This is an optimization exercise on Yosys and OpenROAD, whose aim is small area and a short achievable clock period, not a production implementation.
In this exercise RTL edits were held to simulation tests only and were not proved equivalent to the original.
No driver is modelled on the clock port, so clocking that relies on it looks cheaper here than on a real chip.
Power figures rest on the tool's default switching activity, not on a simulated workload.

== lane 1 ==
Design gm_packet_hub, start of the top module:
module gm_packet_hub
	(
	input logic system_clk,
	input logic rst_n,
	input logic round_start,
	input logic rx_empty,  
	input logic rx_waiting,
	input logic rx_wren,
	input logic proc_ready,
	input logic proc_ack,
	input logic proc_data_ready,
	input logic proc_done,
	input logic tx_ready,
	input logic [PB_AW-1:0] rx_address,
	input logic [PB_AW-1:0] tx_address,
	input logic [PB_DW-1:0] rx_data,
	input logic [PB_DW-1:0] proc_wdata,
	output logic move_packet,
	output logic send_ship,
	output logic proc_request,
	output logic proc_valid,
	output logic proc_irq,
	output logic [PB_DW-1:0] pb_q,
	output logic [PB_DW-1:0] proc_data,
	output logic [DEST_W-1:0] dest_address,
	output logic [PB_AW-1:0] player_base
	);
clock: 11.0 ns
lec_check: 0
cap_margin: 20
core_margin: 2
core_utilization: 55
place_density: 0.62
setup_slack_margin: 5
slew_margin: 20
synth_hierarchical: 1
synth_memory_max_bits: 16384
tns_end_percent: 100
standard.sh (not shown) runs the stock make flow with config.mk's settings and CLKGATE_MAP_FILE= SYNTH_SCRIPT=/design/flow/synth_recipe.tcl, a recipe that flattens the netlist after the stock synthesis.
==> flow/flow/run.sh <==
#!/bin/bash
# Standard synthesis, then the standard ORFS layout steps with a larger
# setup repair margin, so that timing repair keeps working past the 11 ns
# clock. Each step's full output goes to its own log in the work folder.
set -euo pipefail
bash standard.sh synth > synth.log 2>&1
bash standard.sh SETUP_SLACK_MARGIN=7.5 finish > layout.log 2>&1
For lane 2, these inputs were changed with respect to lane 1:
Settings: a change of PLACE_DENSITY from 0.62 to 0.42; a change of CORE_UTILIZATION from 55 to 35.
==> flow/run.sh (new file) <==
#!/bin/bash
# synth_recipe.tcl (not shown) runs the flow's synth.tcl, then flattens the netlist and writes it again
# the make line also repeats each setting of config.mk as NAME=value (left out here)
make -C /OpenROAD-flow-scripts/flow DESIGN_CONFIG=/design/flow/config.mk WORK_HOME=/design/flow/orfs CLKGATE_MAP_FILE= SYNTH_SCRIPT=/design/flow/synth_recipe.tcl finish
removed: flow/flow/run.sh
removed: flow/standard.sh
[summary]
Lane 2 has less setup slack than lane 1.
The ratio of routed vias to standard cells number comes out lower for lane 2 vs lane 1.
In lane 2 the count of non-filler cells in the finished layout turned out 3727 higher than in lane 1.
NOTE wire length of the first global-routing pass lane 1->lane 2 increased by a little under 10%
When the final numbers for lane 1 and lane 2 were put side by side, the share of total power in combinational logic turned out to be smaller in lane 2.
Lane 2 ends up with lower critical path depth than lane 1 does.

* * *

job 3833:
gm_packet_hub, a different RTL version from the one above (not shown whole).
Size: roughly 17000 cells after synthesis, ~8400 flip-flops, about 160 I/O pins, about 300000 µm² of cells after synthesis.
Settings: LEC_CHECK=0, CAP_MARGIN=20, CORE_MARGIN=2, CORE_UTILIZATION=60, PLACE_DENSITY=0.68, SETUP_SLACK_MARGIN=5, SLEW_MARGIN=20, SYNTH_HIERARCHICAL=1, SYNTH_MEMORY_MAX_BITS=16384, TNS_END_PERCENT=50; clock period 11.0 ns.
==> flow/flow/run.sh <==
#!/bin/bash
# Standard synthesis, then the standard ORFS layout steps with: a larger
# setup repair margin (timing repair keeps working past the 11 ns clock,
# aiming at a period near what the design can reach), resizing not held to
# the same cell footprint, buf_4 as the port buffers, and clock tree sink
# clusters of at most 22 sinks within 60 um with no dummy loads. Each
# step's full output goes to its own log in the work folder.
set -euo pipefail
bash standard.sh synth > synth.log 2>&1
bash standard.sh SETUP_SLACK_MARGIN=6.9 MATCH_CELL_FOOTPRINT=0 \
	"BUFFER_PORTS_ARGS=-buffer_cell sky130_fd_sc_hd__buf_4" \
	"CTS_ARGS=-sink_clustering_enable -repair_clock_nets -sink_clustering_size 22 -sink_clustering_max_diameter 60 -dont_use_dummy_load" \
	finish > layout.log 2>&1
Inputs modified between job 3833 and job 5491:
- CTS_CLUSTER_SIZE now 16, previously not set
- CTS_CLUSTER_DIAMETER now 50, previously not set
==> flow/flow/run.sh <==
#!/bin/bash
# Standard synthesis, then the standard ORFS layout steps with: a larger
# setup repair margin (timing repair keeps working past the 11 ns clock,
# aiming at a period near what the design can reach), resizing not held to
# the same cell footprint, buf_4 as the port buffers, and one more repair
# pass after CTS and after global routing. Each step's full output goes to
# its own log in the work folder.
set -euo pipefail
F=$(pwd)/flow
bash standard.sh synth > synth.log 2>&1
bash standard.sh SETUP_SLACK_MARGIN=6.9 MATCH_CELL_FOOTPRINT=0 \
	"BUFFER_PORTS_ARGS=-buffer_cell sky130_fd_sc_hd__buf_4" \
	POST_CTS_TCL=$F/post_cts.tcl POST_GLOBAL_ROUTE_TCL=$F/post_grt.tcl \
	finish > layout.log 2>&1
==> flow/flow/post_cts.tcl (new file) <==
# Runs at the end of ORFS's CTS step: more setup repair passes on the
# placement parasitics, then legalize.
log_cmd estimate_parasitics -placement
repair_timing_helper -setup
detailed_placement
check_placement -verbose
log_cmd estimate_parasitics -placement
report_worst_slack -max
==> flow/flow/post_grt.tcl (new file) <==
# Runs at the end of ORFS's global route step: more setup repair passes on
# the global-route parasitics, then legalize, reroute the changed nets and
# write the route guides again for detailed routing.
log_cmd estimate_parasitics -global_routing
repair_timing_helper -setup
log_cmd global_route -start_incremental
log_cmd detailed_placement
log_cmd global_route -end_incremental
check_placement -verbose
log_cmd estimate_parasitics -global_routing
report_worst_slack -max
write_guides $::env(RESULTS_DIR)/route.guide
Results
No stage failed in job 5491, and the final checks on the layout all came back clean.
Taking job 3833 as the reference, in job 5491 worst hold slack after final layout moved down, overall power moved up, final critical path time including I/O delays and setup moved up.
> inputs changed (job 5491 -> job 7353)
- removing CTS_CLUSTER_DIAMETER (formerly 50)
- removing CTS_CLUSTER_SIZE (formerly 16)
==> results.txt <==
Per the final summary, job 7353 finished and its layout is clean on timing, DRC and antenna.
From job 5491 to job 7353, adder and majority gate portion of the synthesized area did not move at all.
Proportion of power drawn by the clock network: higher on job 7353
Looking at job 5491 and job 7353, the routed length on met1 is a wash.
Side by side, required arrival time at the worst endpoint turned out higher in job 7353 than in job 5491.
Compared with job 5491, in job 7353 switching share of power moved down; clock latency of the later-clocked register in the worst-skew pair shows an increase of 0.03 ns; critical path arrival up 0.08 ns.
Relative to job 7353, the following input files were edited for job 8261:
==> flow/flow/run.sh <==
#!/bin/bash
# Standard synthesis, then the standard ORFS layout steps with: a larger
# setup repair margin (timing repair keeps working past the 11 ns clock,
# aiming at a period near what the design can reach), resizing not held to
# the same cell footprint, buf_4 as the port buffers, and clock tree sink
# clusters of at most 22 sinks within 60 um with no dummy loads. Each
# step's full output goes to its own log in the work folder.
set -euo pipefail
bash standard.sh synth > synth.log 2>&1
bash standard.sh SETUP_SLACK_MARGIN=6.75 MATCH_CELL_FOOTPRINT=0 \
	"BUFFER_PORTS_ARGS=-buffer_cell sky130_fd_sc_hd__buf_4" \
	"CTS_ARGS=-sink_clustering_enable -repair_clock_nets -sink_clustering_size 22 -sink_clustering_max_diameter 60 -dont_use_dummy_load" \
	finish > layout.log 2>&1
removed: flow/flow/post_cts.tcl
removed: flow/flow/post_grt.tcl
[summary]
Job 8261 did not stop at any stage, and its layout met the timing, DRC and antenna checks. Job 7353 → job 8261: first-pass detailed-route iteration total dropped 10; wire length of the first global-routing pass dropped 2.6%; routed wire length dropped 4.6%. The share of total power in the clock network of job 8261 falls short of that of job 7353 by 8.0 points. Job 7353 reports its origin of the worst setup path as tx_address[1] while job 8261 reports tx_address[0]. Against job 7353 as the reference, job 8261 delivers a lower area growth from synthesis to final layout.

-- what the ideal ports hide --
In the flow no input, the clock included, has a driving cell. The finished layouts below were timed again as built, in two steps. Step 1 (the two cells are an assumption about what drives the block):
set clk [get_ports {system_clk}]
set_driving_cell -lib_cell sky130_fd_sc_hd__clkbuf_16 $clk
set_driving_cell -lib_cell sky130_fd_sc_hd__buf_2 [delete_from_list [all_inputs] $clk]
Step 2 adds t to the input delays and takes it off the output delays; t is the mean of the earliest and latest rising clock arrival at the registers after step 1. Input paths then give back, and output paths get back, about the clock's delay inside the block. a / b / c = no drivers / after step 1 / after step 2; a / b = the first two.
| run | t, ns | slack for setup (ns) | hold slack, ns | latest minus earliest clock arrival (ns) |
|---|---|---|---|---|
| lane 1 | 1.266 | 5.373 / 5.466 / 4.200 | 0.433 / 0.433 / 0.433 | 0.092 / 0.092 |
| lane 2 | 1.324 | 4.524 / 4.644 / 3.321 | 0.488 / 0.488 / 0.488 | 0.123 / 0.123 |
| job 3833 | 1.194 | 6.535 / 6.511 / 5.425 | 0.485 / 0.485 / 0.485 | 0.110 / 0.110 |
| job 5491 | 1.244 | 6.513 / 6.496 / 5.359 | 0.481 / 0.481 / 0.481 | 0.091 / 0.091 |
| job 7353 | 1.275 | 6.522 / 6.489 / 5.336 | 0.480 / 0.480 / 0.480 | 0.079 / 0.078 |
| job 8261 | 1.193 | 6.495 / 6.503 / 5.399 | 0.485 / 0.485 / 0.485 | 0.110 / 0.110 |
After both steps every run listed still meets setup and hold. The setup slack of lane 2, which loses most, moves by +0.120 ns with the drivers and by -1.203 ns with both steps.
